Background: an optimization exercise with open tools, aiming at small area. Do not read the settings as production practice. Function was checked by simulation only, so behaviour that the tests miss may differ from the original. Power and IR drop assume default switching activity.

## design/flow/config.mk

```make
export PLATFORM = sky130hd
export DESIGN_NAME = dma_master_top
export DESIGN_NICKNAME = dma_master_top
export VERILOG_FILES = /design/flow/design.v
export SDC_FILE = /design/flow/constraint.sdc
export NUM_CORES = 4
export LEC_CHECK = 0
export CAP_MARGIN = 20
export CORE_MARGIN = 2
export CORE_UTILIZATION = 40
export SLEW_MARGIN = 20
```

## design/flow/constraint.sdc

```tcl
create_clock -name core_clock -period 5.0 [get_ports {m_HCLK}]
set_input_delay 1.0000 -clock core_clock [delete_from_list [all_inputs] [get_ports {m_HCLK}]]
set_output_delay 1.0000 -clock core_clock [all_outputs]
set_load 0.01 [all_outputs]
```

## design/flow/design.v

```verilog
package dma_pkg;
    typedef logic [32-1:0] word_t;
    typedef logic [32-1:0] addr_t;
    typedef logic [5-1:0] beat_t;
    typedef logic [12-3:0]   words_t;   
    typedef enum logic [1:0] {
        IDLE   = 2'b00,
        BUSY   = 2'b01,
        NONSEQ = 2'b10,
        SEQ    = 2'b11
    } htrans_e;
    typedef enum logic [2:0] {
        SINGLE = 3'b000,
        INCR   = 3'b001,
        INCR4  = 3'b011,
        INCR8  = 3'b101,
        INCR16 = 3'b111
    } hburst_e;
    typedef enum logic [2:0] {
        BSEL_SINGLE = 3'd0,
        BSEL_INCR4  = 3'd1,
        BSEL_INCR8  = 3'd2,
        BSEL_INCR16 = 3'd3
    } burst_sel_e;
    typedef enum logic [2:0] {
        SEQ_IDLE,
        SEQ_REQ,
        SEQ_READ,
        SEQ_WRITE,
        SEQ_DONE
    } seq_state_e;
endpackage
`timescale 1ns/10ps
module dma_channel_regs (
    input  logic                m_HCLK,
    input  logic                m_HRESETn,
    input  logic                start,
    input  dma_pkg::addr_t               src_addr,
    input  dma_pkg::addr_t               dest_addr,
    input  logic [12-1:0] xfer_bytes,
    input  dma_pkg::burst_sel_e          burst_sel,
    input  logic                intr_mask,
    input  logic                intr_clear,
    input  logic                src_adv,
    input  logic                dest_adv,
    input  logic                done,
    output dma_pkg::addr_t               src_addr_q,
    output dma_pkg::addr_t               dest_addr_q,
    output dma_pkg::words_t              words_left,
    output dma_pkg::beat_t               burst_len,
    output dma_pkg::hburst_e             burst_code,
    output logic                busy,
    output logic                dma_intr
);
    dma_pkg::burst_sel_e sel_q;
    dma_pkg::beat_t      sel_len;
    dma_pkg::hburst_e    sel_code;
    logic       status;
    logic       load;
    assign load = start && !busy;   
    always_ff @(posedge m_HCLK or negedge m_HRESETn) begin
        if (!m_HRESETn) begin
            busy       <= 1'b0;
            status     <= 1'b0;
            words_left <= '0;
            sel_q      <= dma_pkg::BSEL_SINGLE;
        end else begin
            if (load) begin
                busy       <= 1'b1;
                words_left <= xfer_bytes[12-1:2];
                sel_q      <= burst_sel;
            end else begin
                if (done)
                    busy <= 1'b0;
                if (dest_adv)
                    words_left <= words_left - 1'b1;   
            end
            if (done)
                status <= 1'b1;
            else if (intr_clear)
                status <= 1'b0;
        end
    end
    always_ff @(posedge m_HCLK) begin
        if (load) begin
            src_addr_q  <= src_addr;
            dest_addr_q <= dest_addr;
        end else begin
            if (src_adv)
                src_addr_q <= src_addr_q + 32'd4;
            if (dest_adv)
                dest_addr_q <= dest_addr_q + 32'd4;
        end
    end
    always_comb begin
        case (sel_q)
            dma_pkg::BSEL_SINGLE: begin
                sel_len  = 5'd1;
                sel_code = dma_pkg::SINGLE;
            end
            dma_pkg::BSEL_INCR4: begin
                sel_len  = 5'd4;
                sel_code = dma_pkg::INCR4;
            end
            dma_pkg::BSEL_INCR8: begin
                sel_len  = 5'd8;
                sel_code = dma_pkg::INCR8;
            end
            default: begin
                sel_len  = 5'd16;
                sel_code = dma_pkg::INCR16;
            end
        endcase
        burst_len  = sel_len;
        burst_code = sel_code;
        if (sel_code != dma_pkg::SINGLE && words_left < dma_pkg::words_t'(sel_len)) begin
            burst_len  = dma_pkg::beat_t'(words_left);
            burst_code = dma_pkg::INCR;
        end
    end
    assign dma_intr = status && !intr_mask;
endmodule
`timescale 1ns/10ps
module dma_xfer_seq (
    input  logic   m_HCLK,
    input  logic   m_HRESETn,
    input  logic   start,
    input  logic   hgrant,
    input  logic   hready,
    input  dma_pkg::beat_t  burst_len,
    input  dma_pkg::words_t words_left,
    output logic   hbusreq,
    output logic   cmd_active,
    output logic   cmd_write,
    output logic   cmd_first,
    output logic   src_adv,
    output logic   dest_adv,
    output logic   done,
    output logic   fill_clear,
    output logic   drain_clear
);
    dma_pkg::seq_state_e state;
    dma_pkg::seq_state_e state_nx;
    dma_pkg::beat_t      acnt;       
    dma_pkg::beat_t      dcnt;       
    dma_pkg::beat_t      len_q;      
    logic       a_pend;
    logic       a_wr;
    logic       d_pend;
    logic       d_wr;
    logic       issue;
    logic       rd_done;
    logic       wr_done;
    logic       go_read;
    logic       go_write;
    assign cmd_active = (state == dma_pkg::SEQ_READ || state == dma_pkg::SEQ_WRITE) && (acnt < len_q) && hgrant;
    assign cmd_write  = (state == dma_pkg::SEQ_WRITE);
    assign cmd_first  = (acnt == '0);
    assign issue      = cmd_active && hready;
    assign src_adv    = issue && !cmd_write;
    assign dest_adv   = issue && cmd_write;
    assign rd_done = hready && d_pend && !d_wr;
    assign wr_done = hready && d_pend && d_wr;
    assign hbusreq     = (state != dma_pkg::SEQ_IDLE) && (state != dma_pkg::SEQ_DONE);
    assign done        = (state == dma_pkg::SEQ_DONE);
    assign fill_clear  = go_read;
    assign drain_clear = go_write;
    always_comb begin
        state_nx = state;
        go_read  = 1'b0;
        go_write = 1'b0;
        case (state)
            dma_pkg::SEQ_IDLE: begin
                if (start)
                    state_nx = dma_pkg::SEQ_REQ;
            end
            dma_pkg::SEQ_REQ: begin
                if (hgrant) begin
                    state_nx = dma_pkg::SEQ_READ;
                    go_read  = 1'b1;
                end
            end
            dma_pkg::SEQ_READ: begin
                if (acnt == len_q && dcnt == len_q) begin
                    state_nx = dma_pkg::SEQ_WRITE;
                    go_write = 1'b1;
                end
            end
            dma_pkg::SEQ_WRITE: begin
                if (acnt == len_q) begin
                    if (words_left != '0) begin
                        state_nx = dma_pkg::SEQ_READ;   
                        go_read  = 1'b1;
                    end else if (dcnt == len_q) begin
                        state_nx = dma_pkg::SEQ_DONE;
                    end
                end
            end
            dma_pkg::SEQ_DONE: state_nx = dma_pkg::SEQ_IDLE;
            default:  state_nx = dma_pkg::SEQ_IDLE;
        endcase
    end
    always_ff @(posedge m_HCLK or negedge m_HRESETn) begin
        if (!m_HRESETn) begin
            state  <= dma_pkg::SEQ_IDLE;
            acnt   <= '0;
            dcnt   <= '0;
            len_q  <= '0;
            a_pend <= 1'b0;
            a_wr   <= 1'b0;
            d_pend <= 1'b0;
            d_wr   <= 1'b0;
        end else begin
            state <= state_nx;
            if (go_read)
                len_q <= burst_len;
            if (go_read || go_write) begin
                acnt <= '0;
                dcnt <= '0;
            end else begin
                if (issue)
                    acnt <= acnt + 1'b1;
                if ((state == dma_pkg::SEQ_READ && rd_done) || (state == dma_pkg::SEQ_WRITE && wr_done))
                    dcnt <= dcnt + 1'b1;
            end
            if (hready) begin
                a_pend <= cmd_active;
                a_wr   <= cmd_write;
                d_pend <= a_pend;
                d_wr   <= a_wr;
            end
        end
    end
endmodule
`timescale 1ns/10ps
module dma_burst_buffer (
    input  logic  m_HCLK,
    input  logic  fill_clear,
    input  logic  drain_clear,
    input  logic  wr_en,
    input  dma_pkg::word_t wr_data,
    input  logic  rd_adv,
    output dma_pkg::word_t rd_data
);
    dma_pkg::word_t                    mem [16];
    logic [4-1:0] wr_idx;
    logic [4-1:0] rd_idx;
    always_ff @(posedge m_HCLK) begin
        if (fill_clear)
            wr_idx <= '0;
        else if (wr_en)
            wr_idx <= wr_idx + 1'b1;
    end
    always_ff @(posedge m_HCLK) begin
        if (drain_clear)
            rd_idx <= '0;
        else if (rd_adv)
            rd_idx <= rd_idx + 1'b1;
    end
    always_ff @(posedge m_HCLK) begin
        if (wr_en)
            mem[wr_idx] <= wr_data;
    end
    assign rd_data = mem[rd_idx];   
endmodule
`timescale 1ns/10ps
module dma_ahb_driver (
    input  logic       m_HCLK,
    input  logic       m_HRESETn,
    input  logic       hready,
    input  dma_pkg::word_t      hrdata,
    input  logic       cmd_active,
    input  logic       cmd_write,
    input  logic       cmd_first,
    input  dma_pkg::hburst_e    burst_code,
    input  dma_pkg::addr_t      src_addr_q,
    input  dma_pkg::addr_t      dest_addr_q,
    input  dma_pkg::word_t      buf_data,
    output dma_pkg::htrans_e    htrans,
    output dma_pkg::hburst_e    hburst,
    output logic [2:0] hsize,
    output dma_pkg::addr_t      haddr,
    output logic       hwrite,
    output dma_pkg::word_t      hwdata,
    output logic       cap_en,
    output dma_pkg::word_t      cap_data,
    output logic       buf_adv
);
    logic addr_valid;
    logic dph_valid;   
    logic dph_write;
    assign addr_valid = (htrans == dma_pkg::NONSEQ) || (htrans == dma_pkg::SEQ);
    assign hsize      = 3'b010;
    always_ff @(posedge m_HCLK or negedge m_HRESETn) begin
        if (!m_HRESETn) begin
            htrans    <= dma_pkg::IDLE;
            hburst    <= dma_pkg::SINGLE;
            haddr     <= '0;
            hwrite    <= 1'b0;
            dph_valid <= 1'b0;
            dph_write <= 1'b0;
        end else if (hready) begin
            dph_valid <= addr_valid;
            dph_write <= hwrite;
            hwrite    <= cmd_active && cmd_write;
            if (cmd_active) begin
                haddr <= cmd_write ? dest_addr_q : src_addr_q;
                if (cmd_first) begin
                    htrans <= dma_pkg::NONSEQ;
                    hburst <= burst_code;
                end else if (htrans == dma_pkg::IDLE) begin
                    htrans <= dma_pkg::NONSEQ;   
                    hburst <= dma_pkg::INCR;
                end else begin
                    htrans <= dma_pkg::SEQ;
                end
            end else begin
                htrans <= dma_pkg::IDLE;
            end
        end
    end
    assign buf_adv = hready && addr_valid && hwrite;
    always_ff @(posedge m_HCLK) begin
        if (buf_adv)
            hwdata <= buf_data;
    end
    assign cap_en   = hready && dph_valid && !dph_write;
    assign cap_data = hrdata;
endmodule
`timescale 1ns/10ps
module dma_master_top (
    input  logic                 m_HCLK,
    input  logic                 m_HRESETn,
    input  logic                 start,
    input  dma_pkg::addr_t                src_addr,
    input  dma_pkg::addr_t                dest_addr,
    input  logic [12-1:0] xfer_bytes,
    input  dma_pkg::burst_sel_e           burst_sel,
    input  logic                 intr_mask,
    input  logic                 intr_clear,
    output logic                 busy,
    output logic                 dma_intr,
    output logic                 hbusreq,
    input  logic                 hgrant,
    output dma_pkg::htrans_e              htrans,
    output dma_pkg::hburst_e              hburst,
    output logic [2:0]           hsize,
    output dma_pkg::addr_t                haddr,
    output logic                 hwrite,
    output dma_pkg::word_t                hwdata,
    input  logic                 hready,
    input  dma_pkg::word_t                hrdata
);
    dma_pkg::addr_t   src_addr_q;
    dma_pkg::addr_t   dest_addr_q;
    dma_pkg::words_t  words_left;
    dma_pkg::beat_t   burst_len;
    dma_pkg::hburst_e burst_code;
    logic    src_adv;
    logic    dest_adv;
    logic    done;
    logic    cmd_active;
    logic    cmd_write;
    logic    cmd_first;
    logic    fill_clear;
    logic    drain_clear;
    logic    cap_en;
    dma_pkg::word_t   cap_data;
    logic    buf_adv;
    dma_pkg::word_t   buf_data;
    dma_channel_regs u_regs (
        .m_HCLK      (m_HCLK),
        .m_HRESETn   (m_HRESETn),
        .start       (start),
        .src_addr    (src_addr),
        .dest_addr   (dest_addr),
        .xfer_bytes  (xfer_bytes),
        .burst_sel   (burst_sel),
        .intr_mask   (intr_mask),
        .intr_clear  (intr_clear),
        .src_adv     (src_adv),
        .dest_adv    (dest_adv),
        .done        (done),
        .src_addr_q  (src_addr_q),
        .dest_addr_q (dest_addr_q),
        .words_left  (words_left),
        .burst_len   (burst_len),
        .burst_code  (burst_code),
        .busy        (busy),
        .dma_intr    (dma_intr)
    );
    dma_xfer_seq u_seq (
        .m_HCLK      (m_HCLK),
        .m_HRESETn   (m_HRESETn),
        .start       (start),
        .hgrant      (hgrant),
        .hready      (hready),
        .burst_len   (burst_len),
        .words_left  (words_left),
        .hbusreq     (hbusreq),
        .cmd_active  (cmd_active),
        .cmd_write   (cmd_write),
        .cmd_first   (cmd_first),
        .src_adv     (src_adv),
        .dest_adv    (dest_adv),
        .done        (done),
        .fill_clear  (fill_clear),
        .drain_clear (drain_clear)
    );
    dma_burst_buffer u_buf (
        .m_HCLK      (m_HCLK),
        .fill_clear  (fill_clear),
        .drain_clear (drain_clear),
        .wr_en       (cap_en),
        .wr_data     (cap_data),
        .rd_adv      (buf_adv),
        .rd_data     (buf_data)
    );
    dma_ahb_driver u_drv (
        .m_HCLK      (m_HCLK),
        .m_HRESETn   (m_HRESETn),
        .hready      (hready),
        .hrdata      (hrdata),
        .cmd_active  (cmd_active),
        .cmd_write   (cmd_write),
        .cmd_first   (cmd_first),
        .burst_code  (burst_code),
        .src_addr_q  (src_addr_q),
        .dest_addr_q (dest_addr_q),
        .buf_data    (buf_data),
        .htrans      (htrans),
        .hburst      (hburst),
        .hsize       (hsize),
        .haddr       (haddr),
        .hwrite      (hwrite),
        .hwdata      (hwdata),
        .cap_en      (cap_en),
        .cap_data    (cap_data),
        .buf_adv     (buf_adv)
    );
endmodule
```

## design/flow/run.sh

```bash
#!/bin/bash
# synth_recipe.tcl (not shown) runs the flow's synth.tcl, then flattens the netlist and writes it again
# the make line also repeats each setting of config.mk as NAME=value (left out here)
make -C /OpenROAD-flow-scripts/flow DESIGN_CONFIG=/design/flow/config.mk WORK_HOME=/design/flow/orfs CLKGATE_MAP_FILE= SYNTH_SCRIPT=/design/flow/synth_recipe.tcl finish
```

==> results.txt <==
Run status
The flow ran to the end and the layout has no timing, DRC or antenna violations.

Critical path
The startpoint kind of the worst setup timing path is a primary input. The worst setup path is captured at a register. The startpoint of the lowest-slack register-to-register path is u_buf.rd_idx[0].

The signal on the critical path passes through clkdlybuf4s50_1 -> nand2_1 -> nor2_1 -> nand2_1 -> nor2_4 -> buf_4. STA puts the critical path data arrival time at 3410 ps. The endpoint of the lowest-slack register-to-register path is u_drv.hwdata[4]. The register-to-register setup slack is about 2400 ps. The number of cells on the worst reg-to-reg path is 3.

At the worst endpoint, the required time is around 5300 ps. The most numerous cell type found on the critical path is nand2_1. On the critical path, the stage with the largest delay is an instance of clkdlybuf4s50_1. Along the worst path, the maximum fanout reaches 22. The largest incremental delay on the critical path is about 690 ps. The worst setup path is of the in2reg kind.

Yosys
By area the synthesized netlist is led by edfxtp_1 65%, mux4_2 13%, dfrtp_1 6.7%. Counting flops and latches in the post-synthesis netlist gives approximately 700. The post-synthesis cell type count is 57. In the synthesized netlist the dominant register cell turns out to be edfxtp_1.

The cell taking the most area after synthesis is edfxtp_1. The most used standard cell by instance count after synthesis is edfxtp_1. After synthesis, the largest area contributor takes up 64.6% of total cell area.

After synthesis, the mean cell area works out to roughly 17 um2. The count of warnings emitted by yosys is 4. For this run, the register share of the synthesized area comes to 71.8%. The synthesized netlist occupies a cell area of about 28000 um2. The commonest cells after synthesis are 608 x edfxtp_1, 179 x nand2_1, 160 x mux4_2. Counting flops with a built-in enable in the synthesized netlist gives a little over 600. The fraction of registers with async set or reset after synthesis is 11.0%. After technology mapping, the gate count stands at between 1500 and 2000.

Power and ir drop
The maximum ir drop on the vdd rail is between 300 and 400 uV. The share of power burned in registers is 43.9%. The power share of the combinational group is about 23%. The switching part of the total is around 27%. For this design the ratio of total power to cell area is between 400 and 500 nW/um2.

The relative contribution of the clock network to total power is about a third. The internal power is approximately 12 mW. The leakage power figure is approximately 11 nW. The switching power total is 4.50 mW.

Timing
The clock skew is between 40 and 50 ps. The worst hold slack across all endpoints is ~420 ps. The part of the cycle the worst path needs is around 63%. The total setup violations reported at the end of the flow is 0. After routing, the total negative slack on setup checks comes to 0 ps. Timing would allow up to 317 MHz. Setup repair after global routing left no endpoint under its margin. The worst slew slack as a fraction of its limit is between 20% and 30%. The count of final hold-check violations came to 0. The number of pins with negative max-slew slack in the final report is 0. At the pin with the least slew margin, the transition time is between 1000 and 1500 ps. The clock period minus worst slack is ~3200 ps.

CTS
The number of buffers inserted by hold repair at cts is 0. The number of setup buffers added after CTS is 0. The clock drives between 600 and 700 sinks. The number of clock buffers inserted by TritonCTS is between 70 and 80. After clock tree synthesis, the clock-pin slew on the worst setup and hold paths is ~60 ps. The post-cts resize count is 0. The later pin in the worst-skew pair is clocked with a latency of approximately 620 ps. The clock tree root driver cell is clkbuf_16. The H-tree level count is 3. The maximum number of buffers from clock root to sink is 3.

The clock tree from TritonCTS is built.

Floorplan
The height of the chip is about 270 um. The starting density of the core is roughly 40%. The core area is 70000 um2. The floorplan step defined a die boundary enclosing around 73000 um2. The top-level I/O count is approximately 190. The floorplan has 97 rows. The overall die width is ~270 um.

GRT
The initial antenna violation count is 4. The number of global-route vias before repair is about 16000. Entering global routing, the biggest net connects 132 pins.

In the global route stage, overall resource usage came out at roughly 18%. The sum of overflow across all layers after global routing is 0. The first global-routing pass estimated 97200 um of wire.

Routing
The post-detailed-route count of antenna-violating nets is 0. The detailed-routing iteration count for the pre-antenna-repair pass is 5. The detail-routed via count per cell is ~5.3.

For this block, the via count after detailed routing is 15085. The detailed router finished its first iteration with 1115 violations. Summed over all layers, the routed wires come to 63600 um. The DRC violation count after routing is 0. The average wire length per cell after detail routing is between 20 and 25 um.

Finish
The register cell area after layout is ~20000 um2. In the final layout, the share of cells above drive strength 1 is between 10% and 20%. The number of fill cells is slightly below 6000. The multi-input logic area is about 7600 um2. In the final design database the tool counted between 1500 and 2000 nets. The post-synthesis to final-layout area growth is 20.0%.

Flow run
The number of max-cap violations is 0.

Placement
At the end of routability-driven placement, the weighted congestion stood at a little over 0.8. The detailed placement HPWL is 37900 um. Buffers placed on the I/O ports in this run total around 190.

Worst hold path
The type of the most critical hold path is in2async.
-- worst max-delay path: cells and delay by family --
kind          cells  cell delay (ps)
buf+inv           2             1150
simple gates      4             1250
-- cell usage in the layout (no fill, tap or decap), drive strengths merged, types with 12 or more instances in the layout --
cell type	synthesis	routed
a21oi	12	12
a31oi	33	33
buf	33	38
clkbuf	51	98
clkdlybuf4s50	0	187
clkinv	1	25
dfrtp	76	76
edfxtp	608	608
ha	19	19
inv	28	30
mux4	160	160
nand2	179	179
nand3	36	36
nand4	28	28
nor2	92	92
nor3	17	17
nor4	17	17
o21ai	75	75
xnor2	43	43
xor2	42	42
-- metrics by stage --
step / std cells / power, mW / util, % / area, um2 / setup slack, ps
after floorplan: 1627 / 9.87 / - / 28300 / 466
after global placement: 2707 / 11.1 / 44.9 / 31500 / 1190
after detailed placement: 2707 / 11.1 / 44.9 / 31500 / 1170
after CTS: 2843 / 16.7 / 48.5 / 33900 / 1810
after global routing: 2845 / 17.2 / 48.5 / 33900 / 1620
final: 2845 / 16.5 / 48.5 / 33900 / 1840
-- worst max path at each step --
| stage | from | endpoint | slack [ps] | depth (start not counted) |
|---|---|---|---|---|
| 6_report | hready | u_buf.mem[13][24] | 1840 | 6 |
| 5_1_grt | hready | u_buf.mem[13][15] | 1620 | 6 |
| 4_1_cts | hready | u_buf.mem[13][15] | 1810 | 6 |
| 3_5_place_dp | hready | u_buf.mem[13][17] | 1170 | 6 |
| 3_3_place_gp | hready | u_buf.mem[13][17] | 1190 | 6 |
| 2_1_floorplan | hready | u_buf.mem[3][0] | 470 | 5 |
-- registers in the layout (all words and copies together) (netlist names) --
name / count
u_seq.d_pend: 1
u_seq.d_wr: 1
u_drv.hwdata: 32
u_seq.dcnt: 5
u_buf.mem: 512
u_drv.dph_write: 1
u_drv.dph_valid: 1
u_drv.hwrite: 1
u_regs.sel_q: 3
u_seq.len_q: 5
u_seq.state: 3
u_buf.wr_idx: 4
u_drv.htrans: 2
u_seq.acnt: 5
u_seq.a_wr: 1
u_regs.dest_addr_q: 32
u_regs.busy: 1
u_regs.src_addr_q: 32
u_drv.hburst: 3
u_buf.rd_idx: 4
u_drv.haddr: 32
u_regs.status: 1
u_regs.words_left: 10
-- area by class of cell --
class	instances	share of cell area (%)
clock buffers	98	5.90
inverters	29	0.324
well taps	940	3.46
multi-input cells	822	22.3
repair buffers	225	6.77
clock inverters	38	1.39
diodes	1	0.00737
flip-flops and latches	692	59.9
-- metal layers --
layer | up-vias | part of all wire, % | track usage, %
met5 | - | 0.063 | 0
met4 | 6 | 2.5 | 5.79
met3 | 105 | 4.4 | 3.01
met2 | 327 | 50 | 29.4
met1 | 7858 | 43 | 23.5
li1 | 6789 | - | -
-- power groups by stage --
stage / Sequential (mW) / Clock [mW] / Combinational [mW]
after floorplan: 7.23 / 0 / 2.64
after global placement: 7.35 / 0 / 3.73
after detailed placement: 7.36 / 0 / 3.76
after CTS: 7.25 / 5.66 / 3.78
after global routing: 7.30 / 5.90 / 4.05
final: 7.24 / 5.53 / 3.70
-- logic make-up after synthesis --
logic type | after synthesis | share of synthesized area, %
AO/OA/AOI/OAI | 133 | 2.65
XOR/XNOR | 85 | 2.63
adder cells (fa/ha/maj) | 19 | 0.841
buffers and inverters | 113 | 1.91
flip-flops | 692 | 71.8
multiplexers | 170 | 13.1
other | 2 | 0.0266
AND/OR/NAND/NOR | 412 | 6.96

re-timing with driven ports:
Ports are ideal in the flow. The routed layout listed here was re-timed in OpenROAD. Step 1, drivers: a clkbuf_16 drives m_HCLK and a buf_2 each remaining input, both assumed. Step 2 times the ports against the registers' clock, not the clock port: input delays grow and output delays shrink by t, the midpoint of the rising clock arrivals with the driver on. Slacks: ideal / step 1 / step 2; pairs: ideal / step 1.
t, ns: 0.665
setup slack, ns: 1.844 / 1.852 / 1.188
latest minus earliest clock arrival (ns): 0.046 / 0.045
worst slew at a driven data input, ns: 0.10
After both steps setup and hold are still met in this run. For this run, drivers alone change the setup slack by +0.008 ns; drivers and shift together by -0.656 ns.
